What follows belongs to an exercise in optimizing a design on an open flow for small area and a short achievable clock period; a production flow would make more cautious choices. The RTL was checked by simulation tests, not by an equivalence proof against the original design. Power is estimated from default activity; no workload was simulated.

**flow/config.mk**
```make
export PLATFORM = sky130hd
export DESIGN_NAME = inst_trace_buf
export DESIGN_NICKNAME = inst_trace_buf
export VERILOG_FILES = /design/flow/design.v
export SDC_FILE = /design/flow/constraint.sdc
export NUM_CORES = 4
export LEC_CHECK = 0
export CAP_MARGIN = 20
export CORE_MARGIN = 2
export CORE_UTILIZATION = 45
export CTS_CLUSTER_DIAMETER = 100
export CTS_CLUSTER_SIZE = 25
export SETUP_SLACK_MARGIN = 2.85
export SLEW_MARGIN = 20
export TNS_END_PERCENT = 20
```
**flow/constraint.sdc**
```tcl
create_clock -name core_clock -period 5.5 [get_ports {clk}]
set_input_delay 1.1000 -clock core_clock [delete_from_list [all_inputs] [get_ports {clk}]]
set_output_delay 1.1000 -clock core_clock [all_outputs]
set_load 0.01 [all_outputs]
```
**flow/design.v**
```verilog
module inst_trace_buf #(
  parameter int DEPTH = 64,
  parameter int PCW   = 30,
  parameter int WRAP  = 0
) (
  input  logic                     clk,
  input  logic                     rst_n,
  input  logic                     ic_stall,
  input  logic                     ic_stall_dly,
  input  logic                     stall,
  input  logic                     stall_ld,
  input  logic                     jmp_cond,
  input  logic                     post_jump_cmd_c,
  input  logic [PCW-1:0]           pc_id,
  input  logic [31:0]              inst_id,
  input  logic                     trace_en,
  input  logic                     trig_en,
  input  logic [PCW-1:0]           trig_pc,
  input  logic                     clear,
  input  logic                     rd_ready,
  output logic                     rd_valid,
  output logic [PCW+1:0]           rd_pc,
  output logic [31:0]              rd_inst,
  output logic [$clog2(DEPTH):0]   count,
  output logic                     full,
  output logic                     overflow,
  output logic                     triggered
);
  localparam int AW = $clog2(DEPTH);
  localparam int CW = AW + 1;
  localparam int MD = DEPTH;               
  localparam int DW = PCW + 32;
  typedef enum logic [1:0] {IDLE, ARMED, CAPTURE, DONE} state_t;
  state_t          state;
  localparam int LO = 8;
  localparam int HI = (MD + LO - 1) / LO;
  logic [HI-1:0]   wr_hi;
  logic [LO-1:0]   wr_lo;
  logic [MD-1:0]   rd_sel;                 
  logic            valid_q;                
  logic            one_q;                  
  logic [DW-1:0]   hd_q;                   
  logic [DW-1:0]   mem [MD];
  logic retire, pop;
  logic hd_ld_in, hd_ld_mem, hd_hold, mem_adv;
  logic [DW-1:0] din;
  logic [DW-1:0] mem_rd;
  assign din      = {pc_id, inst_id};
  assign retire   = ~(ic_stall | ic_stall_dly | stall | stall_ld | jmp_cond | post_jump_cmd_c);
  assign rd_valid = valid_q;
  assign full     = count[AW];
  assign pop      = valid_q & rd_ready;
  assign hd_ld_in  = ~valid_q | (one_q & rd_ready);
  assign hd_ld_mem = valid_q & ~one_q & rd_ready;
  assign hd_hold   = valid_q & ~rd_ready;
  logic          wr_last;
  logic [HI-1:0] wr_hi_nx;
  logic [LO-1:0] wr_lo_nx;
  assign wr_last  = wr_hi[HI-1] & wr_lo[(MD-1)%LO];
  assign wr_lo_nx = wr_last ? LO'(1) : {wr_lo[LO-2:0], wr_lo[LO-1]};
  assign wr_hi_nx = (wr_last | wr_lo[LO-1]) ? {wr_hi[HI-2:0], wr_hi[HI-1]} : wr_hi;
  typedef struct packed {
    state_t        state;
    logic [CW-1:0] count;
    logic          valid;
    logic          one;
    logic          overflow;
    logic          triggered;
    logic          adv;
  } ctl_t;
  function automatic ctl_t step(input logic h, input state_t st, input logic [CW-1:0] cnt,
                                input logic vld, input logic on, input logic ovf,
                                input logic trg, input logic pp, input logic te,
                                input logic ten);
    ctl_t n;
    logic f, w, d;
    f = cnt[AW];
    w = h & (~f | pp);
    d = h & f & ~pp;
    n.state     = st;
    n.count     = cnt;
    n.valid     = vld;
    n.one       = on;
    n.overflow  = ovf | d;
    n.triggered = trg;
    n.adv       = w & vld & ~(on & pp);
    if (w && !pp) begin
      n.count = cnt + CW'(1);
      n.valid = 1'b1;
      n.one   = ~vld;
    end else if (pp && !w) begin
      n.count = cnt - CW'(1);
      n.valid = ~on;
      n.one   = (cnt == CW'(2));
    end
    if (!te) begin
      n.state = IDLE;
    end else begin
      case (st)
        IDLE:    n.state = ten ? ARMED : CAPTURE;
        ARMED: begin
          if (h) begin
            n.triggered = 1'b1;
            n.state     = d ? DONE : CAPTURE;
          end
        end
        CAPTURE: if (d) n.state = DONE;
        DONE:    n.state = DONE;
        default: n.state = IDLE;
      endcase
    end
    step = n;
  endfunction
  logic pc_eq, base;
  ctl_t nx_eq, nx_ne, nx;
  assign pc_eq = (pc_id == trig_pc);
  assign base  = retire & trace_en;
  assign nx_eq = step(base & ((state == CAPTURE) | (state == ARMED)), state, count, valid_q,
                      one_q, overflow, triggered, pop, trace_en, trig_en);
  assign nx_ne = step(base & (state == CAPTURE), state, count, valid_q,
                      one_q, overflow, triggered, pop, trace_en, trig_en);
  assign nx    = pc_eq ? nx_eq : nx_ne;
  assign mem_adv = nx.adv;
  always_ff @(posedge clk or negedge rst_n) begin
    if (!rst_n) begin
      state     <= IDLE;
      wr_hi     <= HI'(1);
      wr_lo     <= LO'(1);
      rd_sel    <= MD'(1);
      count     <= '0;
      valid_q   <= 1'b0;
      one_q     <= 1'b0;
      overflow  <= 1'b0;
      triggered <= 1'b0;
    end else if (clear) begin
      state     <= IDLE;
      wr_hi     <= HI'(1);
      wr_lo     <= LO'(1);
      rd_sel    <= MD'(1);
      count     <= '0;
      valid_q   <= 1'b0;
      one_q     <= 1'b0;
      overflow  <= 1'b0;
      triggered <= 1'b0;
    end else begin
      if (mem_adv) begin
        wr_hi <= wr_hi_nx;
        wr_lo <= wr_lo_nx;
      end
      if (hd_ld_mem) rd_sel <= {rd_sel[MD-2:0], rd_sel[MD-1]};
      state     <= nx.state;
      count     <= nx.count;
      valid_q   <= nx.valid;
      one_q     <= nx.one;
      overflow  <= nx.overflow;
      triggered <= nx.triggered;
    end
  end
  always_comb begin
    mem_rd = '0;
    for (int i = 0; i < MD; i++)
      mem_rd = mem_rd | (mem[i] & {DW{rd_sel[i]}});
  end
  always_ff @(posedge clk) begin
    hd_q <= ({DW{hd_ld_in}} & din) | ({DW{hd_ld_mem}} & mem_rd) | ({DW{hd_hold}} & hd_q);
  end
  always_ff @(posedge clk) begin
    for (int i = 0; i < MD; i++)
      if (wr_hi[i/LO] && wr_lo[i%LO]) mem[i] <= din;
  end
  assign rd_pc   = {hd_q[DW-1:32], 2'b00};
  assign rd_inst = hd_q[31:0];
endmodule
```
**flow/run.sh**
```bash
#!/bin/bash
# synth_recipe.tcl (not shown) runs the flow's synth.tcl, then flattens the netlist and writes it again
# the make line also repeats each setting of config.mk as NAME=value (left out here)
make -C /OpenROAD-flow-scripts/flow DESIGN_CONFIG=/design/flow/config.mk WORK_HOME=/design/flow/orfs CLKGATE_MAP_FILE= SYNTH_SCRIPT=/design/flow/synth_recipe.tcl finish
```
==> results of run 1 <==
-- state kept, by name (all words and copies together) (netlist names), 2 cells and up --
register,count
mem,3968
rd_sel,64
hd_q,62
wr_hi,8
wr_lo,8
count,7
state,2
-- cells in the mapped netlist, types with 3 or more instances --
library cell	number
buf_4	5
nor2b_1	6
a221oi_1	994
clkbuf_1	301
nor4_1	65
inv_1	10
nand2_1	143
o21ai_0	62
nand2b_1	8
nor2_1	28
a22o_1	992
nor3_1	3
a22oi_1	62
dfrtp_1	90
nand3_1	9
xnor2_1	31
mux2_4	3
ha_1	9
and3_1	5
and2_1	64
buf_1	192
mux2i_1	7
nand4_1	261
a211oi_1	4
dfxtp_1	62
dfstp_2	3
a21oi_1	77
edfxtp_1	3968
-- timing repair --
action | CTS | global route
gates resized for setup | 382 | 76
gates cloned | 0 | 4
endpoints found under the setup margin | 286 | 216
pin swaps | 10 | 26
setup buffers | 115 | 76
-- power groups by stage --
stage,registers (mW),logic [mW],clock network (mW)
floorplan,35.1,0.137,0
global placement,35.2,0.794,0
detailed placement,35.2,0.827,0
CTS,34.5,0.828,16.3
global route,34.5,0.910,17.3
finish,34.5,0.878,16.6
-- per-stage QoR --
stage	setup WS (ps)	area [um2]
6_report	2550	164000
4_1_cts	2600	163000
5_1_grt	2720	164000
3_3_place_gp	1260	156000
2_1_floorplan	2400	147000
3_5_place_dp	1250	156000
-- per-layer routing --
metal	GRT usage [%]	part of all wire, %	vias up
li1	-	-	33084
met1	50.9	31	50474
met2	56.7	41	12351
met3	15.9	19	3147
met4	28.3	9.1	70
met5	0	0.10	-
-- layout make-up --
type                            count  area [um2]
Fill cell                       25902      162000
Clock buffer                      331        5360
Tap cell                         4346        5440
Multi-Input combinational cell   2868       23300
Inverter                           10        42.5
Antenna cell                       70         175
Sequential cell                  4123      123000
Timing Repair Buffer              677        6940
Clock inverter                      4        61.3
-- cells by family (layout without fill, tap and decap cells) --
family	Yosys count	count (layout)
other	1	72
adders and majority gates	9	9
xor gates and xnor gates	31	31
buffers and inverters	510	1022
muxes	13	13
DFF	4123	4123
AOI/OAI and AO/OA	2207	2207
and+or+nand+nor	604	606
-- worst paths after layout --
kind / to
min in group core_clock: hd_q[31]
hold reg to reg: hd_q[31]
setup reg to reg: hd_q[36]
setup / recovery: hd_q[36]
max in group asynchronous: rd_sel[21]
hold / removal: rd_sel[5]
==> impl_metrics.tcl, run 1 <==
set metrics [dict create \
    cts_hold_buf 0 \
    maxCapViolations 0 \
    min_period_ps 2950 \
    power_switching_mw 10.7 \
    slew_violations 0 \
    grt_max_degree 66 \
    final.setup.tns_ps 0 \
    io-pin-count 179 \
    seqPwrFrac_pct 66.3 \
    synth_cell_types 55 \
    cp_max_fo 16 \
    cp_cell_sequence "a221oi_1 > nand4_1 > nor4_2 > o21ai_0" \
    grt_pass1_vias 86126 \
    rsz0062_at_grt "true" \
    worstSkewPairLatency_ps 990 \
    dr_total_vias 99126 \
    critPathLaunch "rd_sel[52]" \
    status "timing/DRC/antenna clean" \
    grt_remaining_overflow 0 \
    gp_congestion 0.852 \
    worstSetupPathType "register to register" \
    hold_slack_ps 206 \
    hold_path_class "input port to async pin" \
    instances_no_fill 12429 \
    h-tree-depth 4 \
    start_util_pct 45.1 \
    rr_worst_depth 4 \
    worst_pin_slew_ps 1330 \
    arrival_ps 3730 \
    placed_cells_incl_taps 11825 \
    synth_top_area_share_pct 80.9 \
    synthSimpleGateAreaFrac_pct 2.30 \
    grt_pass1_wl_um 868000 \
    final_util_pct 50.4 \
    die_y_um 576 \
    ir_worst_vdd_uv 286 \
    wl_um 689000 \
    cts.path.max_buffers 4 \
    post-route-period-util_pct 53.6 \
    synth-edff-count 3968 \
    ys.warnings.count 2 \
    cp_slowest_cell "a221oi_1" \
    power_frac_clock_pct 32.0 \
    path_depth 4 \
    synth_compound_area_share_pct 12.7 \
    p_comb_share_pct 1.7 \
    powerDensity_nw_per_um2 316 \
    synth_xor_area_share_pct 0.184 \
    grt_util_all_layers_pct 40.2 \
    synth_fa_ha_area_share_pct 0.0764 \
    final_nets 7984 \
    muxShareOfSynthArea_pct 0.103 \
    ys_ff_latch 4123 \
    p_leak_nw 50.7 \
    ys_seq_area_share_pct 83.3 \
    syn2layout_area_growth_pct 11.6 \
    fp.dieW_um 576 \
    ys_top_cells_by_area "edfxtp_1 81%, a221oi_1 5.9%, a22o_1 5.9%" \
    power_mw 52.0 \
    syn_area_um2 147000 \
    drt_iter0_markers 24175 \
    reg2reg_slack_ps 2550 \
    synthCells 7498 \
    wire_per_inst_um 55.4 \
    numPortBuffers 176 \
    drive_gt1_share_pct 13.2 \
    synth.avg_cell_area_um2 19.6 \
    rows 210 \
    synthFlopType "edfxtp_1" \
    synth_area_leader_cell "edfxtp_1" \
    layout_common_cells "3,968 x edfxtp_1, 992 x a22o_1, 987 x a221oi_1, 346 x buf_4, 261 x nand4_1" \
    tritoncts "yes" \
    max_stage_delay_ps 860 \
    slew_headroom_pct 11.5 \
    path_delay_family "compound AO/OA/AOI/OAI gates" \
    clockRootBuffer "clkbuf_16" \
    switching_share_pct 20.6 \
    synth_top_family_by_area "compound AO/OA/AOI/OAI gates" \
    hold_viol_final 0 \
    max_freq_mhz 339 \
    core_um2 327000 \
    ant_nets 0 \
    viasPerCell 7.98 \
    fin_skew_ps 73.4 \
    clkSinkCount 4123 \
    internal_power_mw 41.3 \
    path_clk_slew_ps 100 \
    end_kind "register" \
    layout_commonest_cell "edfxtp_1" \
    crit_buf_inv 0 \
    drc_errors 0 \
    async_reset_ff_share_pct 2.26 \
    cts_inserted_buffers 191 \
    hpwl_um 327000 \
    setup_violations 0 \
    antenna_found_initial 85 \
    critPathLaunchType "register" \
    drtPass1Iterations 9 \
    critPathRequiredTime_ps 6280 \
    r2r_start "rd_sel[52]" \
    die_area_um2 332000 \
]
==> run 2: changes to the inputs <==
==> flow/flow/run.sh (new file) <==
#!/bin/bash
set -euo pipefail
bash standard.sh 'BUFFER_PORTS_ARGS=-buffer_cell sky130_fd_sc_hd__buf_4' finish > flow_make.log 2>&1
==> flow/standard.sh (new file) <==
#!/bin/bash
# synth_recipe.tcl (not shown) runs the flow's synth.tcl, then flattens the netlist and writes it again
# the make line also repeats each setting of config.mk as NAME=value (left out here)
make -C /OpenROAD-flow-scripts/flow DESIGN_CONFIG=/design/flow/config.mk WORK_HOME=/design/flow/orfs CLKGATE_MAP_FILE= SYNTH_SCRIPT=/design/flow/synth_recipe.tcl "${@:-finish}"
removed: flow/run.sh
==> run 2 against run 1 <==
- non-clock buffer count shrank 56
- still clean
- setup slack better by 48 ps
- largest cell class unchanged
- register-to-register slack better by 50 ps
- critical path depth down 1
- hold slack lost 15 ps
==> impl_metrics.tcl, run 2 <==
set metrics [dict create \
    grt_remaining_overflow 0 \
    post-route-period-util_pct 52.7 \
    synth_cell_types 55 \
    syn2layout_area_growth_pct 11.5 \
    ys_top_cells_by_area "edfxtp_1 81%, a221oi_1 5.9%, a22o_1 5.9%" \
    numPortBuffers 176 \
    ir_worst_vdd_uv 279 \
    arrival_ps 3450 \
    status "timing/DRC/antenna clean" \
    final_nets 7927 \
    grt_util_all_layers_pct 40.1 \
    rsz0062_at_grt "true" \
    maxCapViolations 0 \
    rows 210 \
    p_leak_nw 50.5 \
    synth.avg_cell_area_um2 19.6 \
    die_area_um2 332000 \
    synthFlopType "edfxtp_1" \
    nFillCells 25779 \
    top_regs "mem: 3968 flops, rd_sel: 64 flops, hd_q: 62 flops" \
    regMostFlops "mem" \
    synth_xor_area_share_pct 0.184 \
    synthSimpleGateAreaFrac_pct 2.30 \
    hold_path_class "input port to async pin" \
    worst_pin_slew_ps 1300 \
    placed_cells_incl_taps 11799 \
    drt_iter0_markers 23692 \
    critPathRequiredTime_ps 6050 \
    clockRootBuffer "clkbuf_16" \
    final_util_pct 50.3 \
    muxShareOfSynthArea_pct 0.103 \
    fin_skew_ps 84.6 \
    multi_input_area_um2 23400 \
    die_y_um 576 \
    async_reset_ff_share_pct 2.26 \
    h-tree-depth 4 \
    slew_violations 0 \
    ys_seq_area_share_pct 83.3 \
    drtPass1Iterations 8 \
    fp.dieW_um 576 \
    hpwl_um 330000 \
    synth_area_leader_cell "edfxtp_1" \
    gp_congestion 0.874 \
    tritoncts "yes" \
    cp_slowest_cell "inv_6" \
    setup_slack_ps 2600 \
    cp_max_fo 29 \
    grt_pass1_vias 85985 \
    wl_um 683000 \
    synth_compound_area_share_pct 12.7 \
    instances_no_fill 12383 \
    cts_inserted_buffers 192 \
    synth_common_cells "3,968 x edfxtp_1, 994 x a221oi_1, 992 x a22o_1" \
    max_freq_mhz 345 \
    final.setup.tns_ps 0 \
    grt_pass1_wl_um 866000 \
    synth_top_family_by_area "compound AO/OA/AOI/OAI gates" \
    clkSinkCount 4123 \
    layout_commonest_cell "edfxtp_1" \
    antenna_found_initial 68 \
    path_clk_slew_ps 90 \
    worstSetupPathType "register to register" \
    powerDensity_nw_per_um2 316 \
    max_stage_delay_ps 660 \
    dr_total_vias 98232 \
    viasPerCell 7.93 \
    largest_reg_flops 3968 \
    synth-edff-count 3968 \
    start_util_pct 45.1 \
    setup_violations 0 \
    wire_per_inst_um 55.1 \
    hold_slack_ps 192 \
    grt_max_degree 72 \
    ys_ff_latch 4123 \
    worstSkewPairLatency_ps 1000 \
    ys.warnings.count 2 \
    hold_viol_final 0 \
    cts.path.max_buffers 4 \
    power_mw 52.0 \
    drc_errors 0 \
    placed_area_um2 156000 \
    synth_top_area_share_pct 80.9 \
    core_um2 327000 \
    syn_area_um2 147000 \
    slew_headroom_pct 13.6 \
    dp_worst_setup_slack_ps 1240 \
    fin_area_um2 164000 \
    cp_cell_sequence "nand2_1 > inv_6 > buf_4" \
    drive_gt1_share_pct 13.5 \
    end_kind "register" \
    min_period_ps 2900 \
    io-pin-count 179 \
    ant_nets 0 \
    synth_fa_ha_area_share_pct 0.0764 \
    layout_common_cells "3,968 x edfxtp_1, 992 x a22o_1, 980 x a221oi_1, 428 x buf_4, 261 x nand4_1" \
    critPathLaunchType "register" \
    synth.most_common_cell "edfxtp_1" \
    synthCells 7498 \
    regArea_um2 123000 \
]
run 2: cell counts after synthesis:
Identical to the previous run, type by type.
run 2: per-layer routing:
metal	global-route usage [%]	wire [um]	vias up
met1	50.9	216000	50363
met5	0.258	429	-
met4	27.8	57800	40
met3	15.2	124000	2763
li1	-	-	32987
met2	56.7	284000	12079
run 2: where the power goes:
part / internal, mW / leakage (nW) / switching (mW)
logic: 0.192 / 10.5 / 0.662
clock network: 6.76 / 2.61 / 9.90
registers: 34.4 / 37.4 / 0.0819
run 2: worst paths after layout:
path / start / endpoint / slack, ps / depth (start not counted)
worst max register to register: wr_hi[7] / mem[63][17] / 2600 / 3
worst min-delay path: rst_n / triggered / 190 / 1
min in group core_clock: pc_id[16] / mem[41][48] / 480 / 1
worst min register to register: hd_q[31] / hd_q[31] / 490 / 2
max in group asynchronous: rst_n / rd_sel[62] / 4310 / 2
worst max-delay path: wr_hi[7] / mem[63][17] / 2600 / 3
run 2: what timing repair did:
action,4_1_cts,5_1_grt
setup buffers,66,98
endpoints found under the setup margin,146,186
gates cloned,0,1
resized for setup,132,89
hold buffers,0,0
pin swaps,5,12
run 2: cells by family after synthesis:
| kind of cell | Yosys count |
|---|---|
| AO/OA/AOI/OAI | 2207 |
| AND/OR/NAND/NOR | 604 |
| XOR/XNOR | 31 |
| other | 1 |
| multiplexers | 13 |
| buffers and inverters | 510 |
| flip-flops | 4123 |
| adder cells (fa/ha/maj) | 9 |
run 2: layout make-up:
| cell class | instances | share of cell area [%] |
|---|---|---|
| repair buffers | 621 | 4.09 |
| clock buffers | 327 | 3.27 |
| well taps | 4346 | 3.31 |
| diodes | 80 | 0.122 |
| clock inverters | 10 | 0.0678 |
| multi-input cells | 2866 | 14.2 |
| inverters | 10 | 0.0259 |
| flip-flops and latches | 4123 | 74.9 |
run 2: worst max-delay path, delay by kind of cell, from the launching register on:
family	cells	cell delay [ps]
simple gates	1	380
flops	1	640
buf+inv	2	1310
==> run 3: changes to the inputs <==
--- a/flow/config.mk
+++ b/flow/config.mk
@@ -11,5 +11,5 @@
 export CTS_CLUSTER_DIAMETER = 100
 export CTS_CLUSTER_SIZE = 25
-export SETUP_SLACK_MARGIN = 2.85
+export SETUP_SLACK_MARGIN = 2.95
 export SLEW_MARGIN = 20
-export TNS_END_PERCENT = 20
+export TNS_END_PERCENT = 100
==> run 3 against run 2 <==
- now fails the layout checks on hold timing
- core utilization rose by 0.82 points
- register-to-register slack worse by 97 ps
- cell count grew 1.5%
- die area stayed put
- critical endpoint is now mem[11][20]
- largest cell class unchanged
- largest power group unchanged
- highest routed layer unchanged
==> impl_metrics.tcl, run 3 <==
set metrics [dict create \
    grt_util_all_layers_pct 41.2 \
    hold_path_class "input port to async pin" \
    drt_iter0_markers 25793 \
    die_area_um2 332000 \
    synth_top_family_by_area "compound AO/OA/AOI/OAI gates" \
    critPathLaunchType "register" \
    dp_worst_setup_slack_ps 1150 \
    core_um2 327000 \
    final.setup.tns_ps 0 \
    synth_top_area_share_pct 80.9 \
    synth_area_leader_cell "edfxtp_1" \
    end_kind "register" \
    min_period_ps 2990 \
    gp_congestion 0.858 \
    async_reset_ff_share_pct 2.26 \
    syn_area_um2 147000 \
    layout_common_cells "3,968 x edfxtp_1, 992 x a22o_1, 947 x a221oi_1, 463 x buf_4, 261 x nand4_1" \
    hold_slack_ps -28.6 \
    synth-edff-count 3968 \
    worstSkewPairLatency_ps 1010 \
    arrival_ps 3590 \
    numPortBuffers 176 \
    cts.path.max_buffers 4 \
    die_y_um 576 \
    fp.dieW_um 576 \
    viasPerCell 8.01 \
    synth.most_common_cell "edfxtp_1" \
    check.faults "hold timing" \
    synth_xor_area_share_pct 0.184 \
    hold_viol_final 13 \
    grt_max_degree 67 \
    powerDensity_nw_per_um2 311 \
    cp_max_fo 35 \
    max_freq_mhz 334 \
    setup_slack_ps 2510 \
    worst_pin_slew_ps 1330 \
    ys.warnings.count 2 \
    largest_reg_flops 3968 \
    slew_violations 0 \
    drtPass1Iterations 8 \
    layout_commonest_cell "edfxtp_1" \
    top_regs "mem: 3968 flops, rd_sel: 64 flops, hd_q: 62 flops" \
    grt_pass1_wl_um 886000 \
    tritoncts "yes" \
    hpwl_um 331000 \
    fin_skew_ps 73.6 \
    seqPwrFrac_pct 66.3 \
    reg2reg_slack_ps 2510 \
    synth_compound_area_share_pct 12.7 \
    clkSinkCount 4123 \
    ys_seq_area_share_pct 83.3 \
    status "finished with violations" \
    synth_cell_types 55 \
    syn2layout_area_growth_pct 13.4 \
    worstSetupPathType "register to register" \
    antenna_found_initial 106 \
    p_comb_share_pct 1.7 \
    power_frac_clock_pct 32.0 \
    power_switching_mw 10.7 \
    ant_nets 0 \
    rows 210 \
    ys_top_cells_by_area "edfxtp_1 81%, a221oi_1 5.9%, a22o_1 5.9%" \
    synthFlopType "edfxtp_1" \
    fin_area_um2 167000 \
    critPathRequiredTime_ps 6100 \
    wire_per_inst_um 56.3 \
    muxShareOfSynthArea_pct 0.103 \
    rsz0062_at_grt "true" \
    synth.avg_cell_area_um2 19.6 \
    grt_remaining_overflow 0 \
    drc_errors 0 \
    final_nets 8096 \
    setup_violations 0 \
    ir_worst_vdd_uv 306 \
    placed_area_um2 156000 \
    h-tree-depth 4 \
    synth_common_cells "3,968 x edfxtp_1, 994 x a221oi_1, 992 x a22o_1" \
    switching_share_pct 20.6 \
    dr_total_vias 100729 \
    drive_gt1_share_pct 16.4 \
    slew_headroom_pct 11.6 \
    post-route-period-util_pct 54.4 \
    wl_um 708000 \
    synthCells 7498 \
    synthSimpleGateAreaFrac_pct 2.30 \
    synth_fa_ha_area_share_pct 0.0764 \
    grt_pass1_vias 86848 \
    start_util_pct 45.1 \
    ys_ff_latch 4123 \
    maxCapViolations 0 \
    io-pin-count 179 \
    internal_power_mw 41.3 \
    clockRootBuffer "clkbuf_16" \
    path_clk_slew_ps 110 \
    p_leak_nw 51.7 \
    cts_inserted_buffers 188 \
    regMostFlops "mem" \
]
==> run 3: cell counts after synthesis <==
Identical to the previous run, type by type.
==> run 3: kinds of logic (layout without fill, tap and decap cells) <==
| group | count (synthesis) | after routing |
|---|---|---|
| XOR/XNOR | 31 | 31 |
| AND/OR/NAND/NOR | 604 | 618 |
| AO/OA/AOI/OAI | 2207 | 2207 |
| buffers and inverters | 510 | 1113 |
| other | 1 | 109 |
| multiplexers | 13 | 13 |
| adder cells (fa/ha/maj) | 9 | 9 |
| flip-flops | 4123 | 4123 |
==> run 3: layout make-up <==
class / count / area, um2
diodes: 107 / 268
clock buffers: 313 / 5280
clock inverters: 10 / 139
fillers: 25820 / 160000
inverters: 10 / 63.8
multi-input cells: 2880 / 24000
flip-flops and latches: 4123 / 123000
well taps: 4346 / 5440
repair buffers: 779 / 8680
repair inverters: 1 / 8.76
==> run 3: what timing repair did <==
action / 4_1_cts / 5_1_grt
pin swaps: 22 / 56
endpoints found under the setup margin: 510 / 480
resized for setup: 297 / 141
hold buffers: 0 / 0
gates cloned: 2 / 16
setup buffers: 237 / 47
==> run 3: power groups by stage <==
stage | registers, mW | clock network, mW | logic (mW)
finish | 34.4 | 16.6 | 0.880
global route | 34.4 | 17.4 | 0.919
CTS | 34.4 | 16.3 | 0.840
detailed placement | 35.2 | 0 | 0.800
global placement | 35.2 | 0 | 0.768
floorplan | 35.1 | 0 | 0.138
==> run 3: worst paths after layout <==
check | from | end | depth (start not counted)
hold reg to reg | hd_q[0] | hd_q[0] | 2
setup / recovery | wr_lo[3] | mem[11][20] | 2
setup reg to reg | wr_lo[3] | mem[11][20] | 2
max in group asynchronous | rst_n | rd_sel[7] | 3
hold / removal | rst_n | one_q | 1
min in group core_clock | trace_en | state[1] | 3
==> run 3: critical path: stages (launching register included) <==
cell and delay [ps]:
dfrtp_1 970, and2_4 960, buf_12 530
==> run 3: routing by layer <==
layer | vias up | global-route usage [%] | wire [um]
met5 | - | 0.746 | 1440
met3 | 3266 | 17.4 | 135000
met4 | 92 | 29.7 | 65700
met2 | 12680 | 57.6 | 289000
met1 | 51304 | 51.3 | 217000
li1 | 33387 | - | -
==> run 3: through the flow <==
| step | instances | total power, mW | util, % |
|---|---|---|---|
| final | 12569 | 52.0 | 51.1 |
| after global routing | 12482 | 52.7 | 51.1 |
| after CTS | 12395 | 51.6 | 50.6 |
| after detailed placement | 11833 | 36.0 | 47.7 |
| after global placement | 11831 | 35.9 | 47.7 |
| after floorplan | 7499 | 35.3 | - |
==> run 4: changes to the inputs <==
--- a/flow/config.mk
+++ b/flow/config.mk
@@ -6,10 +6,11 @@
 export NUM_CORES = 4
 export LEC_CHECK = 0
-export CAP_MARGIN = 20
+export CAP_MARGIN = 10
 export CORE_MARGIN = 2
-export CORE_UTILIZATION = 45
+export CORE_UTILIZATION = 55
 export CTS_CLUSTER_DIAMETER = 100
 export CTS_CLUSTER_SIZE = 25
+export HOLD_SLACK_MARGIN = 0.1
 export SETUP_SLACK_MARGIN = 2.95
-export SLEW_MARGIN = 20
+export SLEW_MARGIN = 10
 export TNS_END_PERCENT = 100
==> run 4 against run 3 <==
- fails the layout checks on capacitance limit, slew limit
- design area fell by 0.79%
- area after synthesis is the same
- first-iteration DRC count shrank 3.8%
==> impl_metrics.tcl, run 4 <==
set metrics [dict create \
    powerDensity_nw_per_um2 313 \
    placed_cells_incl_taps 11006 \
    min_period_ps 2870 \
    largest_reg_flops 3968 \
    setup_slack_ps 2630 \
    regArea_um2 123000 \
    dr_total_vias 101422 \
    synth.most_common_cell "edfxtp_1" \
    endpoint "mem[35][22]" \
    h-tree-depth 4 \
    grt_pass1_wl_um 879000 \
    end_kind "register" \
    grt_pass1_vias 86906 \
    async_reset_ff_share_pct 2.26 \
    worst_pin_slew_ps 1540 \
    cts_inserted_buffers 184 \
    critPathLaunch "wr_lo[3]" \
    dp_worst_setup_slack_ps 1160 \
    tritoncts "yes" \
    drtPass1Iterations 7 \
    wire_per_inst_um 59.5 \
    ir_worst_vdd_uv 404 \
    instances_no_fill 11772 \
    cts.path.max_buffers 3 \
    ant_nets 0 \
    status "finished with violations" \
    syn_area_um2 147000 \
    viasPerCell 8.62 \
    start_util_pct 55.1 \
    critPathRequiredTime_ps 6050 \
    gp_congestion 0.855 \
    clockRootBuffer "clkbuf_16" \
    p_leak_nw 51.5 \
    multi_input_area_um2 24000 \
    wl_um 700000 \
    top_regs "mem: 3968 flops, rd_sel: 64 flops, hd_q: 62 flops" \
    die_y_um 522 \
    rows 190 \
    synthFlopType "edfxtp_1" \
    synth_top_area_share_pct 80.9 \
    synth_area_leader_cell "edfxtp_1" \
    layout_commonest_cell "edfxtp_1" \
    grt_util_all_layers_pct 50.3 \
    ys.warnings.count 2 \
    regMostFlops "mem" \
    nFillCells 18778 \
    rsz0062_at_grt "true" \
    path_clk_slew_ps 110 \
    grt_remaining_overflow 0 \
    arrival_ps 3420 \
    layout_common_cells "3,968 x edfxtp_1, 992 x a22o_1, 963 x a221oi_1, 440 x buf_4, 261 x nand4_1" \
    ys_top_cells_by_area "edfxtp_1 81%, a221oi_1 5.9%, a22o_1 5.9%" \
    grt_max_degree 73 \
    reg2reg_slack_ps 2630 \
    antenna_found_initial 84 \
    post-route-period-util_pct 52.2 \
    hpwl_um 320000 \
    synth_cell_types 55 \
    setup_violations 0 \
    drc_errors 0 \
    worstSkewPairLatency_ps 950 \
    final.setup.tns_ps 0 \
    numPortBuffers 176 \
    die_area_um2 272000 \
    rr_endpoint "mem[35][22]" \
    synth.avg_cell_area_um2 19.6 \
    hold_slack_ps 301 \
    drive_gt1_share_pct 15.9 \
    r2r_start "wr_lo[3]" \
    core_um2 267000 \
    slew_violations 17 \
    maxCapViolations 1 \
    synth_common_cells "3,968 x edfxtp_1, 994 x a221oi_1, 992 x a22o_1" \
    hold_viol_final 0 \
    max_freq_mhz 349 \
    synth-edff-count 3968 \
    fin_skew_ps 54.8 \
    ys_ff_latch 4123 \
    cp_max_fo 46 \
    critPathLaunchType "register" \
    ys_seq_area_share_pct 83.3 \
    rr_worst_depth 2 \
    slew_headroom_pct -2.42 \
    synthCells 7498 \
    check.faults "capacitance limit, slew limit" \
    drt_iter0_markers 24818 \
    syn2layout_area_growth_pct 12.5 \
    worstSetupPathType "register to register" \
    hold_path_class "input port to async pin" \
    final_nets 8058 \
    power_mw 51.9 \
    io-pin-count 179 \
    clkSinkCount 4123 \
    fp.dieW_um 522 \
]
[run 4: cell families after synthesis]
group,after synthesis,synth area share [%]
xor+xnor,31,0.184
simple gates,604,2.30
other cells,1,0.00255
buf+inv,510,1.32
flops,4123,83.3
mux,13,0.103
fa+ha+maj,9,0.0764
compound gates,2207,12.7
[run 4: power by group]
| part | switching, mW | internal (mW) | leakage (nW) |
|---|---|---|---|
| Combinational | 0.681 | 0.230 | 11.5 |
| Sequential | 0.0557 | 34.4 | 37.4 |
| Clock | 9.92 | 6.61 | 2.60 |
| Total | 10.7 | 41.2 | 51.5 |
[run 4: worst min path at each step]
stage                     slack (ps)     start          to  cells past startpoint
after floorplan                  500     one_q     valid_q                      1
after global placement           470   hd_q[9]     hd_q[9]                      2
after detailed placement         470  hd_q[14]    hd_q[14]                      2
after CTS                        330     rst_n  rd_sel[46]                      1
after global routing             370     rst_n   rd_sel[8]                      1
final                            300     rst_n  rd_sel[15]                      1
[run 4: final cells by class]
class	instances	share of cell area, %
Clock buffer	313	3.14
Inverter	10	0.0385
Sequential cell	4123	74.3
Clock inverter	17	0.157
Multi-Input combinational cell	2898	14.5
Antenna cell	131	0.198
Tap cell	3552	2.68
Timing Repair Buffer	728	4.96
[run 4: routing by layer]
layer | vias up | track usage [%] | share of wire [%] | wire [um]
met5 | - | 0.211 | 0.089 | 623
met3 | 3506 | 20.3 | 19 | 134000
li1 | 33377 | - | - | -
met1 | 51260 | 64.3 | 30 | 212000
met2 | 13229 | 69.4 | 40 | 282000
met4 | 50 | 37.0 | 10 | 71100
[run 4: critical path, cell delays in order (launching register included)]
cell and delay, ps:
dfrtp_1 940, and2_4 750, buf_12 600
[run 4: through the flow]
stage                     instance area, um2  util, %
after floorplan                       147000        -
after global placement                155000     57.9
after detailed placement              155000     57.9
after CTS                             164000     61.4
after global routing                  165000     61.9
final                                 166000     62.0
[run 4: what timing repair did]
item                                    in CTS  in global routing
cloned                                      19                 22
resized for setup                          304                105
pin swaps                                   40                 53
buffers inserted                           205                 59
endpoints found under the setup margin     461                804
hold buffers                                 0                  0
==> run 5: changes to the inputs <==
==> flow/run.sh (new file) <==
#!/bin/bash
# synth_recipe.tcl (not shown) runs the flow's synth.tcl, then flattens the netlist and writes it again
# the make line also repeats each setting of config.mk as NAME=value (left out here)
make -C /OpenROAD-flow-scripts/flow DESIGN_CONFIG=/design/flow/config.mk WORK_HOME=/design/flow/orfs CLKGATE_MAP_FILE= SYNTH_SCRIPT=/design/flow/synth_recipe.tcl finish
--- a/flow/config.mk
+++ b/flow/config.mk
@@ -11,6 +11,5 @@
 export CTS_CLUSTER_DIAMETER = 100
 export CTS_CLUSTER_SIZE = 25
-export HOLD_SLACK_MARGIN = 0.1
-export SETUP_SLACK_MARGIN = 2.95
+export SETUP_SLACK_MARGIN = 2.85
 export SLEW_MARGIN = 10
-export TNS_END_PERCENT = 100
+export TNS_END_PERCENT = 20
removed: flow/flow/run.sh
removed: flow/standard.sh
==> run 5 against run 4 <==
- setup slack worse by 52 ps
- first-iteration DRC count decreased by 6.5%
- global-route usage decreased by 1.9 points
- now clean on timing, DRC and antenna
- non-clock buffer count shrank 108
- fmax shrank 1.8%
- cell count is 1.6% lower
- combinational power fell by 7.8%
- sequential share of layout area rose by 1.2 points
==> impl_metrics.tcl, run 5 <==
set metrics [dict create \
    status "timing/DRC/antenna clean" \
    drc_errors 0 \
    setup_slack_ps 2580 \
    synth-edff-count 3968 \
    layout_commonest_cell "edfxtp_1" \
    regMostFlops "mem" \
    ys_seq_area_share_pct 83.3 \
    p_comb_share_pct 1.6 \
    hpwl_um 322000 \
    arrival_ps 3460 \
    rows 190 \
    rsz0062_at_grt "true" \
    synth.most_common_cell "edfxtp_1" \
    h-tree-depth 4 \
    max_freq_mhz 342 \
    die_y_um 522 \
    synth_cell_types 55 \
    hold_path_class "input port to async pin" \
    critPathLaunchType "register" \
    ys_top_cells_by_area "edfxtp_1 81%, a221oi_1 5.9%, a22o_1 5.9%" \
    power_switching_mw 10.6 \
    synth_top_area_share_pct 80.9 \
    dp_worst_setup_slack_ps 1320 \
    ys_ff_latch 4123 \
    syn2layout_area_growth_pct 10.7 \
    viasPerCell 8.44 \
    layout_common_cells "3,968 x edfxtp_1, 992 x a22o_1, 986 x a221oi_1, 293 x buf_4, 261 x nand4_1" \
    seqPwrFrac_pct 66.6 \
    grt_remaining_overflow 0 \
    ir_worst_vdd_uv 415 \
    cts.path.max_buffers 3 \
    wl_um 676000 \
    hold_slack_ps 285 \
    final.setup.tns_ps 0 \
    io-pin-count 179 \
    grt_pass1_wl_um 850000 \
    async_reset_ff_share_pct 2.26 \
    p_leak_nw 50.4 \
    tritoncts "yes" \
    rr_worst_depth 2 \
    maxCapViolations 0 \
    synth_common_cells "3,968 x edfxtp_1, 994 x a221oi_1, 992 x a22o_1" \
    min_period_ps 2920 \
    final_nets 7919 \
    fin_skew_ps 57.5 \
    slew_violations 0 \
    placed_area_um2 155000 \
    drt_iter0_markers 23201 \
    endpoint "mem[20][21]" \
    rr_endpoint "mem[20][21]" \
    grt_util_all_layers_pct 48.5 \
    top_regs "mem: 3968 flops, rd_sel: 64 flops, hd_q: 62 flops" \
    switching_share_pct 20.5 \
    slew_headroom_pct 6.47 \
    power_frac_clock_pct 31.8 \
    die_area_um2 272000 \
    dr_total_vias 97767 \
    worstSetupPathType "register to register" \
    setup_violations 0 \
    cts_inserted_buffers 184 \
    synth.avg_cell_area_um2 19.6 \
    drive_gt1_share_pct 12.8 \
    nFillCells 18884 \
    fin_area_um2 163000 \
    clockRootBuffer "clkbuf_16" \
    critPathLaunch "wr_hi[2]" \
    synth_area_leader_cell "edfxtp_1" \
    wire_per_inst_um 58.4 \
    r2r_start "wr_hi[2]" \
    clkSinkCount 4123 \
    gp_congestion 0.860 \
    antenna_found_initial 62 \
    powerDensity_nw_per_um2 317 \
    end_kind "register" \
    synthFlopType "edfxtp_1" \
    syn_area_um2 147000 \
    critPathRequiredTime_ps 6040 \
    hold_viol_final 0 \
    worst_pin_slew_ps 1400 \
    grt_max_degree 127 \
    worstSkewPairLatency_ps 940 \
    cp_max_fo 28 \
    grt_pass1_vias 85140 \
    core_um2 267000 \
    path_clk_slew_ps 110 \
    synthCells 7498 \
    fp.dieW_um 522 \
    reg2reg_slack_ps 2580 \
    drtPass1Iterations 6 \
    start_util_pct 55.1 \
    numPortBuffers 176 \
    largest_reg_flops 3968 \
    post-route-period-util_pct 53.1 \
    ys.warnings.count 2 \
    ant_nets 0 \
    internal_power_mw 41.1 \
]
run 5: cell counts after synthesis:
No cell type changed its count.
run 5: cell type report:
class	instances	area, um2	share of cell area [%]
Sequential cell	4123	123000	75.5
Multi-Input combinational cell	2867	23400	14.3
Timing Repair Buffer	620	6410	3.93
Clock buffer	310	5140	3.15
Tap cell	3552	4440	2.73
Clock inverter	18	292	0.179
Antenna cell	87	218	0.134
Inverter	10	42.5	0.0261
run 5: per-layer routing:
layer / vias to the layer above / wire [um] / global-route usage [%]
li1: 32987 / - / -
met2: 11804 / 282000 / 68.9
met5: - / 577 / 0
met3: 2860 / 122000 / 16.4
met4: 38 / 60600 / 33.6
met1: 50078 / 211000 / 63.1
run 5: through the flow:
step           power [mW]  utilization [%]  cells
2_1_floorplan        35.3                -   7499
3_3_place_gp         35.9             58.0  11010
3_5_place_dp         36.0             58.0  11010
4_1_cts              51.4             60.3  11398
5_1_grt              52.5             61.0  11524
6_report             51.8             61.0  11587
run 5: worst min-delay path by stage:
| stage | start | to | slack, ps | depth (start not counted) |
|---|---|---|---|---|
| after CTS | rst_n | rd_sel[26] | 270 | 1 |
| after global routing | rst_n | rd_sel[48] | 340 | 1 |
| final | rst_n | rd_sel[48] | 280 | 1 |
| after global placement | hd_q[41] | hd_q[41] | 470 | 2 |
| after detailed placement | hd_q[41] | hd_q[41] | 480 | 2 |
| after floorplan | one_q | valid_q | 500 | 1 |
run 5: logic make-up after synthesis:
| family | synth area share [%] |
|---|---|
| XOR/XNOR | 0.184 |
| adder cells (fa/ha/maj) | 0.0764 |
| buffers and inverters | 1.32 |
| other | 0.00255 |
| AO/OA/AOI/OAI | 12.7 |
| multiplexers | 0.103 |
| AND/OR/NAND/NOR | 2.30 |
| flip-flops | 83.3 |
run 5: power groups by stage:
stage | combinational [mW] | sequential (mW) | clock (mW)
after CTS | 0.791 | 34.4 | 16.2
after global placement | 0.772 | 35.2 | 0
after global routing | 0.872 | 34.5 | 17.2
final | 0.839 | 34.4 | 16.5
after floorplan | 0.137 | 35.1 | 0
after detailed placement | 0.801 | 35.2 | 0
run 5: worst max-delay path, cell delays in order (launching register included):
cell     delay, ps
dfrtp_1        610
and2_4        1030
buf_4          800
run 5: timing repair:
| action | 4_1_cts | 5_1_grt |
|---|---|---|
| setup endpoints to repair | 273 | 289 |
| resized for setup | 373 | 104 |
| gates cloned | 0 | 4 |
| buffers inserted | 60 | 98 |
| hold buffers | 0 | 0 |
| pin swaps | 11 | 32 |
==> run 6: changes to the inputs <==
--- a/flow/config.mk
+++ b/flow/config.mk
@@ -8,7 +8,8 @@
 export CAP_MARGIN = 10
 export CORE_MARGIN = 2
-export CORE_UTILIZATION = 55
+export CORE_UTILIZATION = 62
 export CTS_CLUSTER_DIAMETER = 100
 export CTS_CLUSTER_SIZE = 25
+export HOLD_SLACK_MARGIN = 0.05
 export SETUP_SLACK_MARGIN = 2.85
 export SLEW_MARGIN = 10
==> run 6 against run 5 <==
- routed wire length decreased by 2.1%
- sequential power about the same
- synthesized cell count unchanged
- sequential share of layout area decreased by 0.051 points
- first-iteration DRC count increased by 3.4%
- still clean
- power decreased by 0.54%
- global-route usage increased by 4.9 points
- setup slack got worse by 150 ps
- sequential cell count unchanged
- via count increased by 0.47%
- count of clock-buffer cells in the layout increased by 20
==> impl_metrics.tcl, run 6 <==
set metrics [dict create \
    status "timing/DRC/antenna clean" \
    slew_headroom_pct 11.0 \
    final_util_pct 69.1 \
    hpwl_um 314000 \
    ys_top_cells_by_area "edfxtp_1 81%, a221oi_1 5.9%, a22o_1 5.9%" \
    die_area_um2 242000 \
    drt_iter0_markers 23995 \
    synth_area_leader_cell "edfxtp_1" \
    worstSetupPathType "input port to register" \
    syn2layout_area_growth_pct 10.7 \
    p_leak_nw 50.6 \
    clockRootBuffer "clkbuf_16" \
    regMostFlops "mem" \
    cts.path.max_buffers 3 \
    async_reset_ff_share_pct 2.26 \
    switching_share_pct 20.1 \
    top_regs "mem: 3968 flops, rd_sel: 64 flops, hd_q: 62 flops" \
    ys_seq_area_share_pct 83.3 \
    synth.avg_cell_area_um2 19.6 \
    slew_violations 0 \
    ys.warnings.count 2 \
    post-route-period-util_pct 55.8 \
    powerDensity_nw_per_um2 316 \
    cp_slowest_cell "nand4_1" \
    hold_path_class "input port to async pin" \
    min_period_ps 3070 \
    p_comb_share_pct 1.7 \
    grt_remaining_overflow 0 \
    drc_errors 0 \
    fin_skew_ps 35.8 \
    synth.most_common_cell "edfxtp_1" \
    nFillCells 14973 \
    clkSinkCount 4123 \
    power_switching_mw 10.4 \
    grt_util_all_layers_pct 53.4 \
    ir_worst_vdd_uv 376 \
    crit_top_cell "mux2_4" \
    cp_max_fo 6 \
    layout_common_cells "3,968 x edfxtp_1, 992 x a22o_1, 985 x a221oi_1, 308 x buf_4, 261 x nand4_1" \
    fp.dieW_um 491 \
    io-pin-count 179 \
    internal_power_mw 41.1 \
    synth_top_area_share_pct 80.9 \
    cts_hold_buf 0 \
    cts_inserted_buffers 182 \
    placed_area_um2 155000 \
    synthFlopType "edfxtp_1" \
    numPortBuffers 176 \
    max_freq_mhz 326 \
    synth-edff-count 3968 \
    syn_area_um2 147000 \
    path_delay_family "simple AND/OR/NAND/NOR gates" \
    arrival_ps 3870 \
    power_frac_clock_pct 31.4 \
    ys_ff_latch 4123 \
    drtPass1Iterations 6 \
    grt_pass1_vias 85373 \
    setup_violations 0 \
    synthCells 7498 \
    cp_cell_sequence "buf_12 > xnor2_4 > nand4_1 > nor4_4 > buf_6 > and2_4 > mux2_4 > a31o_1 > mux2_4" \
    seqPwrFrac_pct 66.9 \
    max_stage_delay_ps 680 \
    layout_commonest_cell "edfxtp_1" \
    rows 178 \
    critPathRequiredTime_ps 6300 \
    maxCapViolations 0 \
    hold_viol_final 0 \
    gp_congestion 0.861 \
    synth_cell_types 55 \
    die_y_um 491 \
    largest_reg_flops 3968 \
    synth_common_cells "3,968 x edfxtp_1, 994 x a221oi_1, 992 x a22o_1" \
    path_clk_slew_ps 110 \
    final_nets 7960 \
    critPathLaunchType "input port" \
    core_um2 236000 \
    crit_buf_inv 2 \
    grt_pass1_wl_um 834000 \
    multi_input_area_um2 23500 \
    final.setup.tns_ps 0 \
    worst_pin_slew_ps 1330 \
    regArea_um2 123000 \
    h-tree-depth 4 \
    viasPerCell 8.74 \
    tritoncts "yes" \
    rsz0062_at_grt "true" \
    drive_gt1_share_pct 12.7 \
    start_util_pct 62.5 \
    ant_nets 0 \
    dr_total_vias 98225 \
    grt_max_degree 66 \
    end_kind "register" \
    wl_um 662000 \
    fin_area_um2 163000 \
    wire_per_inst_um 58.9 \
    worstSkewPairLatency_ps 920 \
    antenna_found_initial 63 \
]
==> run 6: cell counts after synthesis <==
No cell type changed its count.
==> run 6: worst paths after layout <==
check	start	to	slack (ps)	depth (start not counted)
min reg2reg	hd_q[17]	hd_q[17]	490	2
max in group asynchronous	rst_n	rd_sel[61]	4120	2
max reg2reg	wr_lo[3]	mem[51][21]	2520	2
min	rst_n	count[3]	230	1
max	pc_id[15]	count[5]	2430	9
min in group core_clock	hd_q[17]	hd_q[17]	490	2
==> run 6: layout make-up <==
cell class	instances	area share (%)
tap	3150	2.42
sequential	4123	75.5
multi-input combinational	2868	14.4
clock buffer	330	3.22
clock inverter	2	0.0153
antenna	93	0.143
inverter	10	0.0261
timing repair buffer	662	4.32
==> run 6: kinds of logic after synthesis <==
logic type      Yosys count  synth area share (%)
other cells               1               0.00255
fa+ha+maj                 9                0.0764
flops                  4123                  83.3
xor+xnor                 31                 0.184
buf+inv                 510                  1.32
mux                      13                 0.103
simple gates            604                  2.30
compound gates         2207                  12.7
==> run 6: through the flow <==
stage	hold WS, ps	worst slack [ps]	power (mW)	instances
6_report	232	2430	51.5	11238
5_1_grt	281	2540	52.2	11169
4_1_cts	259	2580	51.1	11008
3_5_place_dp	475	1170	36.0	10615
3_3_place_gp	467	1110	35.9	10615
2_1_floorplan	496	2400	35.3	7499
==> run 6: timing repair <==
action                                 in CTS  in global routing
cloned                                      2                  3
setup endpoints to repair                 217                305
pin swaps                                  30                 22
gates resized for setup                   293                 80
endpoints found under the hold margin       0                  0
buffers inserted                           59                134
==> run 6: power by group through the flow <==
stage	Clock (mW)	Sequential (mW)	Combinational [mW]
after floorplan	0	35.1	0.137
after global placement	0	35.2	0.776
after detailed placement	0	35.2	0.806
after CTS	15.8	34.4	0.815
after global routing	16.8	34.4	0.895
final	16.2	34.4	0.869
==> run 6: routing by layer <==
metal	vias to the layer above	track usage [%]	wire, um
met2	12424	74.3	274000
met4	36	38.7	63900
met5	-	0	298
li1	33075	-	-
met3	3097	19.6	125000
met1	49593	69.7	199000
==> run 7: changes to the inputs <==
--- a/flow/config.mk
+++ b/flow/config.mk
@@ -6,5 +6,5 @@
 export NUM_CORES = 4
 export LEC_CHECK = 0
-export CAP_MARGIN = 10
+export CAP_MARGIN = 20
 export CORE_MARGIN = 2
 export CORE_UTILIZATION = 62
@@ -13,4 +13,4 @@
 export HOLD_SLACK_MARGIN = 0.05
 export SETUP_SLACK_MARGIN = 2.85
-export SLEW_MARGIN = 10
+export SLEW_MARGIN = 20
 export TNS_END_PERCENT = 20
==> run 7 against run 6 <==
- still clean
- clock skew is 7.1 ps lower
- first-iteration DRC count fell by 1.1%
- area after synthesis is the same
- combinational power hardly changed
- critical endpoint unchanged
- largest cell class unchanged
==> impl_metrics.tcl, run 7 <==
set metrics [dict create \
    synth.most_common_cell "edfxtp_1" \
    cts.path.max_buffers 3 \
    synth.avg_cell_area_um2 19.6 \
    max_stage_delay_ps 670 \
    critPathRequiredTime_ps 6300 \
    wire_per_inst_um 59.0 \
    synthCells 7498 \
    synth_area_leader_cell "edfxtp_1" \
    critPathLaunchType "input port" \
    start_util_pct 62.5 \
    crit_top_cell "mux2_4" \
    grt_pass1_wl_um 834000 \
    fin_skew_ps 28.7 \
    regMostFlops "mem" \
    core_um2 236000 \
    worstSetupPathType "input port to register" \
    cp_max_fo 6 \
    async_reset_ff_share_pct 2.26 \
    syn2layout_area_growth_pct 10.6 \
    instances_no_fill 11206 \
    ant_nets 0 \
    wl_um 661000 \
    dp_worst_setup_slack_ps 1170 \
    rsz0062_at_grt "true" \
    slew_headroom_pct 11.5 \
    antenna_found_initial 60 \
    clkSinkCount 4123 \
    grt_max_degree 66 \
    min_period_ps 3070 \
    maxCapViolations 0 \
    grt_util_all_layers_pct 53.4 \
    ir_worst_vdd_uv 377 \
    synth_common_cells "3,968 x edfxtp_1, 994 x a221oi_1, 992 x a22o_1" \
    placed_area_um2 155000 \
    drtPass1Iterations 8 \
    rows 178 \
    synth_top_area_share_pct 80.9 \
    grt_pass1_vias 85373 \
    p_leak_nw 50.6 \
    dr_total_vias 98042 \
    ys_seq_area_share_pct 83.3 \
    ys.warnings.count 2 \
    layout_common_cells "3,968 x edfxtp_1, 992 x a22o_1, 985 x a221oi_1, 303 x buf_4, 261 x nand4_1" \
    slew_violations 0 \
    hold_path_class "input port to async pin" \
    powerDensity_nw_per_um2 316 \
    cp_slowest_cell "nand4_1" \
    grt_remaining_overflow 0 \
    post-route-period-util_pct 55.7 \
    final.setup.tns_ps 0 \
    drive_gt1_share_pct 12.6 \
    path_clk_slew_ps 110 \
    numPortBuffers 176 \
    worst_pin_slew_ps 1330 \
    viasPerCell 8.75 \
    gp_congestion 0.861 \
    end_kind "register" \
    hpwl_um 314000 \
    worstSkewPairLatency_ps 910 \
    synth-edff-count 3968 \
    fin_area_um2 163000 \
    drt_iter0_markers 23741 \
    ys_top_cells_by_area "edfxtp_1 81%, a221oi_1 5.9%, a22o_1 5.9%" \
    top_regs "mem: 3968 flops, rd_sel: 64 flops, hd_q: 62 flops" \
    arrival_ps 3860 \
    largest_reg_flops 3968 \
    status "timing/DRC/antenna clean" \
    max_freq_mhz 326 \
    die_area_um2 242000 \
    syn_area_um2 147000 \
    nFillCells 14976 \
    ys_ff_latch 4123 \
    hold_viol_final 0 \
    setup_slack_ps 2430 \
    h-tree-depth 4 \
    die_y_um 491 \
    drc_errors 0 \
    fp.dieW_um 491 \
    cts_inserted_buffers 182 \
    setup_violations 0 \
    clockRootBuffer "clkbuf_16" \
    power_mw 51.5 \
    tritoncts "yes" \
    layout_commonest_cell "edfxtp_1" \
    synth_cell_types 55 \
    cp_cell_sequence "buf_12 > xnor2_4 > nand4_1 > nor4_4 > buf_6 > and2_4 > mux2_4 > a31o_1 > mux2_4" \
    synthFlopType "edfxtp_1" \
    final_nets 7950 \
    io-pin-count 179 \
    placed_cells_incl_taps 10615 \
]
[run 7: changes by cell type in the layout (fill, tap and decap cells not counted), sizes merged]
cell    delta
clkbuf     -1
buf        -9
diode     -22
[run 7: final cells by class]
| type | count | area, um2 | area share [%] |
|---|---|---|---|
| Antenna cell | 71 | 178 | 0.109 |
| Clock buffer | 330 | 5250 | 3.22 |
| Clock inverter | 2 | 25.0 | 0.0154 |
| Inverter | 10 | 42.5 | 0.0261 |
| Multi-Input combinational cell | 2868 | 23500 | 14.4 |
| Sequential cell | 4123 | 123000 | 75.5 |
| Tap cell | 3150 | 3940 | 2.42 |
| Timing Repair Buffer | 652 | 6970 | 4.28 |
[run 7: power breakdown]
group | switching (mW) | total (mW) | leakage, nW | internal, mW
registers | 0.0477 | 34.4 | 37.4 | 34.4
clock network | 9.63 | 16.1 | 2.50 | 6.52
logic | 0.681 | 0.870 | 10.7 | 0.189
total | 10.4 | 51.5 | 50.6 | 41.1
[run 7: worst max-delay path: cells and delay by family]
kind	cells	cell delay (ps)
and+or+nand+nor	3	1360
muxes	2	640
buffers and inverters	2	350
AOI/OAI and AO/OA	1	230
xor gates and xnor gates	1	160
[run 7: per-layer routing]
metal,part of all wire [%],track usage [%],up-vias
li1,-,-,33027
met1,30,69.7,49357
met2,41,74.3,12565
met3,19,19.6,3042
met4,9.7,38.7,51
met5,0.081,0,-
[run 7: path summary, 6_finish.rpt]
path | endpoint | from | slack [ps] | cells past startpoint
setup / recovery | count[5] | pc_id[15] | 2430 | 9
hold / removal | count[3] | rst_n | 240 | 1
setup reg to reg | mem[51][21] | wr_lo[3] | 2510 | 2
hold reg to reg | hd_q[17] | hd_q[17] | 490 | 2
max in group asynchronous | rd_sel[60] | rst_n | 4120 | 2
min in group core_clock | hd_q[17] | hd_q[17] | 490 | 2
[run 7: timing repair]
item,4_1_cts,5_1_grt
hold buffers,0,0
setup endpoints to repair,217,305
hold endpoints to repair,0,0
cloned,2,3
setup buffers,59,123
pin swaps,30,22
gates resized for setup,293,82
[run 7: per-stage QoR]
| stage | util (%) | hold slack, ps |
|---|---|---|
| global route | 69.0 | 285 |
| finish | 69.1 | 235 |
| detailed placement | 65.5 | 475 |
| global placement | 65.5 | 467 |
| CTS | 68.2 | 259 |
| floorplan | - | 496 |
[run 7: cell families after synthesis]
logic type      share of synthesized area, %
compound gates                          12.7
simple gates                            2.30
other cells                          0.00255
xor+xnor                               0.184
fa+ha+maj                             0.0764
mux                                    0.103
buf+inv                                 1.32
flops                                   83.3
==> run 8: changes to the inputs <==
--- a/flow/design.v
+++ b/flow/design.v
@@ -33,8 +33,5 @@
   typedef enum logic [1:0] {IDLE, ARMED, CAPTURE, DONE} state_t;
   state_t          state;
-  localparam int LO = 8;
-  localparam int HI = (MD + LO - 1) / LO;
-  logic [HI-1:0]   wr_hi;
-  logic [LO-1:0]   wr_lo;
+  logic [MD-1:0]   wr_sel;                 
   logic [MD-1:0]   rd_sel;                 
   logic            valid_q;                
@@ -54,10 +51,4 @@
   assign hd_ld_mem = valid_q & ~one_q & rd_ready;
   assign hd_hold   = valid_q & ~rd_ready;
-  logic          wr_last;
-  logic [HI-1:0] wr_hi_nx;
-  logic [LO-1:0] wr_lo_nx;
-  assign wr_last  = wr_hi[HI-1] & wr_lo[(MD-1)%LO];
-  assign wr_lo_nx = wr_last ? LO'(1) : {wr_lo[LO-2:0], wr_lo[LO-1]};
-  assign wr_hi_nx = (wr_last | wr_lo[LO-1]) ? {wr_hi[HI-2:0], wr_hi[HI-1]} : wr_hi;
   typedef struct packed {
     state_t        state;
@@ -125,6 +116,5 @@
     if (!rst_n) begin
       state     <= IDLE;
-      wr_hi     <= HI'(1);
-      wr_lo     <= LO'(1);
+      wr_sel    <= MD'(1);
       rd_sel    <= MD'(1);
       count     <= '0;
@@ -135,6 +125,5 @@
     end else if (clear) begin
       state     <= IDLE;
-      wr_hi     <= HI'(1);
-      wr_lo     <= LO'(1);
+      wr_sel    <= MD'(1);
       rd_sel    <= MD'(1);
       count     <= '0;
@@ -144,8 +133,5 @@
       triggered <= 1'b0;
     end else begin
-      if (mem_adv) begin
-        wr_hi <= wr_hi_nx;
-        wr_lo <= wr_lo_nx;
-      end
+      if (mem_adv) wr_sel <= {wr_sel[MD-2:0], wr_sel[MD-1]};
       if (hd_ld_mem) rd_sel <= {rd_sel[MD-2:0], rd_sel[MD-1]};
       state     <= nx.state;
@@ -167,5 +153,5 @@
   always_ff @(posedge clk) begin
     for (int i = 0; i < MD; i++)
-      if (wr_hi[i/LO] && wr_lo[i%LO]) mem[i] <= din;
+      if (wr_sel[i]) mem[i] <= din;
   end
   assign rd_pc   = {hd_q[DW-1:32], 2'b00};
--- a/flow/config.mk
+++ b/flow/config.mk
@@ -6,11 +6,11 @@
 export NUM_CORES = 4
 export LEC_CHECK = 0
-export CAP_MARGIN = 20
+export CAP_MARGIN = 10
 export CORE_MARGIN = 2
-export CORE_UTILIZATION = 62
+export CORE_UTILIZATION = 55
 export CTS_CLUSTER_DIAMETER = 100
 export CTS_CLUSTER_SIZE = 25
 export HOLD_SLACK_MARGIN = 0.05
 export SETUP_SLACK_MARGIN = 2.85
-export SLEW_MARGIN = 20
+export SLEW_MARGIN = 10
 export TNS_END_PERCENT = 20
==> run 8 against run 7 <==
- sequential power up 1%
- critical path depth down 2
- fmax rose by 6.0%
- routed wire length up 3.8%
- area after synthesis is 1.1% higher
- synthesized cell count up 1.1%
- die area up 14%
- count of clock-buffer cells in the layout down 23
==> impl_metrics.tcl, run 8 <==
set metrics [dict create \
    worstSkewPairLatency_ps 950 \
    layout_commonest_cell "edfxtp_1" \
    cts_inserted_buffers 184 \
    grt_remaining_overflow 0 \
    layout_common_cells "3,968 x edfxtp_1, 992 x a22o_1, 977 x a221oi_1, 373 x buf_4, 249 x nand4_1" \
    critPathLaunchType "register" \
    nFillCells 19017 \
    synth-edff-count 3968 \
    grt_util_all_layers_pct 49.2 \
    final.setup.tns_ps 0 \
    wl_met1_um 218000 \
    final_util_pct 61.2 \
    path_clk_slew_ps 110 \
    hold_path_class "input port to async pin" \
    h-tree-depth 4 \
    slew_violations 0 \
    wire_per_inst_um 58.5 \
    drc_errors 0 \
    placed_cells_incl_taps 11138 \
    largest_reg_flops 3968 \
    start_util_pct 55.2 \
    hold_slack_ps 180 \
    synth.avg_cell_area_um2 19.7 \
    clkSinkCount 4171 \
    instances_no_fill 11744 \
    cp_slowest_cell "dfrtp_4" \
    synth_common_cells "3,968 x edfxtp_1, 993 x a221oi_1, 992 x a22o_1" \
    hold_viol_final 0 \
    syn2layout_area_growth_pct 11.0 \
    die_area_um2 275000 \
    slew_headroom_pct 2.92 \
    cp_max_fo 38 \
    clockRootBuffer "clkbuf_16" \
    synth_top_area_share_pct 80.0 \
    setup_slack_ps 2610 \
    hpwl_um 330000 \
    numPortBuffers 176 \
    syn_area_um2 149000 \
    p_leak_nw 51.3 \
    dp_worst_setup_slack_ps 1400 \
    rsz0062_at_grt "true" \
    cts_hold_buf 0 \
    fp.dieW_um 524 \
    ys_top_cells_by_area "edfxtp_1 80%, a221oi_1 5.8%, a22o_1 5.8%" \
    fin_area_um2 165000 \
    ys_ff_latch 4171 \
    post-route-period-util_pct 52.6 \
    regMostFlops "mem" \
    synth.most_common_cell "edfxtp_1" \
    drtPass1Iterations 7 \
    reg2reg_slack_ps 2610 \
    async_reset_ff_share_pct 3.38 \
    drive_gt1_share_pct 13.4 \
    max_freq_mhz 346 \
    rr_worst_depth 7 \
    dr_total_vias 99496 \
    cp_cell_sequence "buf_12 > a22o_1 > a221oi_1 > nand4_1 > nor4_1 > buf_4 > o21ai_0" \
    worst_pin_slew_ps 1460 \
    antenna_found_initial 68 \
    maxCapViolations 0 \
    met2WireLength_um 281000 \
    rr_endpoint "hd_q[54]" \
    regArea_um2 125000 \
    synth_cell_types 63 \
    grt_pass1_wl_um 877000 \
    synthCells 7578 \
    synth_area_leader_cell "edfxtp_1" \
    critPathRequiredTime_ps 6280 \
    grt_max_degree 77 \
    viasPerCell 8.47 \
    drt_iter0_markers 24303 \
    r2r_start "rd_sel[57]" \
    max_stage_delay_ps 720 \
    end_kind "register" \
    ir_worst_vdd_uv 372 \
    wl_met3_um 126000 \
    setup_violations 0 \
    wl_um 687000 \
    tritoncts "yes" \
    multi_input_area_um2 23700 \
    power_mw 52.0 \
    synthFlopType "edfxtp_1" \
    die_y_um 524 \
    top_layer "met5" \
    powerDensity_nw_per_um2 315 \
    arrival_ps 3670 \
    status "timing/DRC/antenna clean" \
    ys_seq_area_share_pct 83.2 \
    final_nets 8072 \
    gp_congestion 0.862 \
    ant_nets 0 \
    top_regs "mem: 3968 flops, rd_sel: 64 flops, wr_sel: 64 flops" \
    core_um2 270000 \
    io-pin-count 179 \
    min_period_ps 2890 \
    ys.warnings.count 2 \
    cts.path.max_buffers 3 \
    placed_area_um2 156000 \
    rows 191 \
    fin_skew_ps 52.8 \
    worstSetupPathType "register to register" \
    grt_pass1_vias 86685 \
]
==> run 8: cell count changes in the layout (fill, tap and decap cells not counted), moves of 12 or more <==
cell            change
and2_4             -64
buf_12             -29
buf_4              +70
clkbuf_1           -19
dfrtp_1            -12
dfrtp_4            +63
dlygate4sd2_1      -17
dlymetal6s2s_1     +15
mux2i_1            +56
nand4_1            -12
nor2_1             +56
xnor2_1            -14
xor2_1             +25
==> run 8: what timing repair did <==
item | 4_1_cts | 5_1_grt
pin swaps | 13 | 27
resized for setup | 354 | 79
cloned | 2 | 2
setup endpoints to repair | 202 | 166
buffers inserted | 170 | 30
==> run 8: cell type report <==
class                      count  share of cell area, %
antenna                       79                  0.120
clock buffer                 307                   3.08
inverter                       9                 0.0204
multi-input combinational   2892                   14.3
sequential                  4171                   75.3
clock inverter                15                  0.126
timing repair buffer         701                   4.29
tap                         3570                   2.70
==> run 8: kinds of logic after synthesis <==
| family | after synthesis | synth area share, % |
|---|---|---|
| other | 1 | 0.00252 |
| XOR/XNOR | 32 | 0.188 |
| adder cells (fa/ha/maj) | 9 | 0.0756 |
| buffers and inverters | 518 | 1.40 |
| AND/OR/NAND/NOR | 577 | 2.11 |
| AO/OA/AOI/OAI | 2201 | 12.6 |
| flip-flops | 4171 | 83.2 |
| multiplexers | 69 | 0.473 |
==> run 8: routing by layer <==
metal  up-vias  GRT usage (%)
met5         -          0.346
met4        60           33.5
met3      3038           19.3
met2     12175           68.2
met1     50857           64.2
li1      33366              -
==> run 8: worst max-delay path by stage <==
stage	depth (start not counted)	startpoint	slack (ps)	endpoint
after detailed placement	9	pc_id[27]	1400	wr_sel[21]
after global placement	9	pc_id[27]	1410	wr_sel[31]
final	7	rd_sel[57]	2610	hd_q[54]
after global routing	6	rd_sel[10]	2680	hd_q[4]
after floorplan	7	trig_pc[17]	2490	count[6]
after CTS	1	hd_q[34]	2640	rd_pc[4]
==> run 8: power by group <==
part | internal (mW) | switching [mW] | leakage (nW)
combinational | 0.179 | 0.697 | 10.8
clock | 6.44 | 9.88 | 2.52
sequential | 34.7 | 0.0606 | 38.0
total | 41.4 | 10.6 | 51.3
==> run 8: worst max-delay path: cells and delay by family (launching register included) <==
kind / cells / cell delay, ps
AOI/OAI and AO/OA: 3 / 660
DFF: 1 / 720
buffers and inverters: 2 / 600
and+or+nand+nor: 2 / 680

[separate check: timing with driven ports]
Ports are ideal in the flow. The routed layouts listed here were re-timed in OpenROAD. Step 1 assumes that a clkbuf_16 drives the clock port and a buf_2 every other input. Step 2 times the ports against the registers' clock, not the clock port: input delays grow and output delays shrink by t, the midpoint of the rising clock arrivals with the driver on. Three values: ideal ports, drivers, drivers and shift; two values: the first two.
run	t, ns	setup WS [ns]	hold WS [ns]	worst register clock-pin slew, ns	cell pins on the clock port's net
run 1	1.038	2.554 / 2.554 / 1.699	0.206 / 0.139 / 0.489	0.11 / 0.11	1
run 2	1.066	2.602 / 2.583 / 1.703	0.192 / 0.116 / 0.491	0.11 / 0.11	1
run 3	1.090	2.506 / 2.506 / 1.790	-0.029 / -0.080 / 0.495	0.11 / 0.11	1
run 4	1.026	2.631 / 2.631 / 1.634	0.301 / 0.231 / 0.485	0.11 / 0.11	1
run 5	1.023	2.579 / 2.579 / 1.709	0.285 / 0.228 / 0.493	0.11 / 0.11	1
run 6	1.010	2.433 / 2.474 / 1.464	0.232 / 0.145 / 0.492	0.11 / 0.11	1
run 7	1.011	2.434 / 2.477 / 1.466	0.235 / 0.144 / 0.490	0.11 / 0.11	1
run 8	1.026	2.608 / 2.572 / 1.689	0.180 / 0.174 / 0.503	0.11 / 0.11	1
For run 4, which loses most, drivers alone change the setup slack by 0.000 ns; drivers and shift together by -0.997 ns.
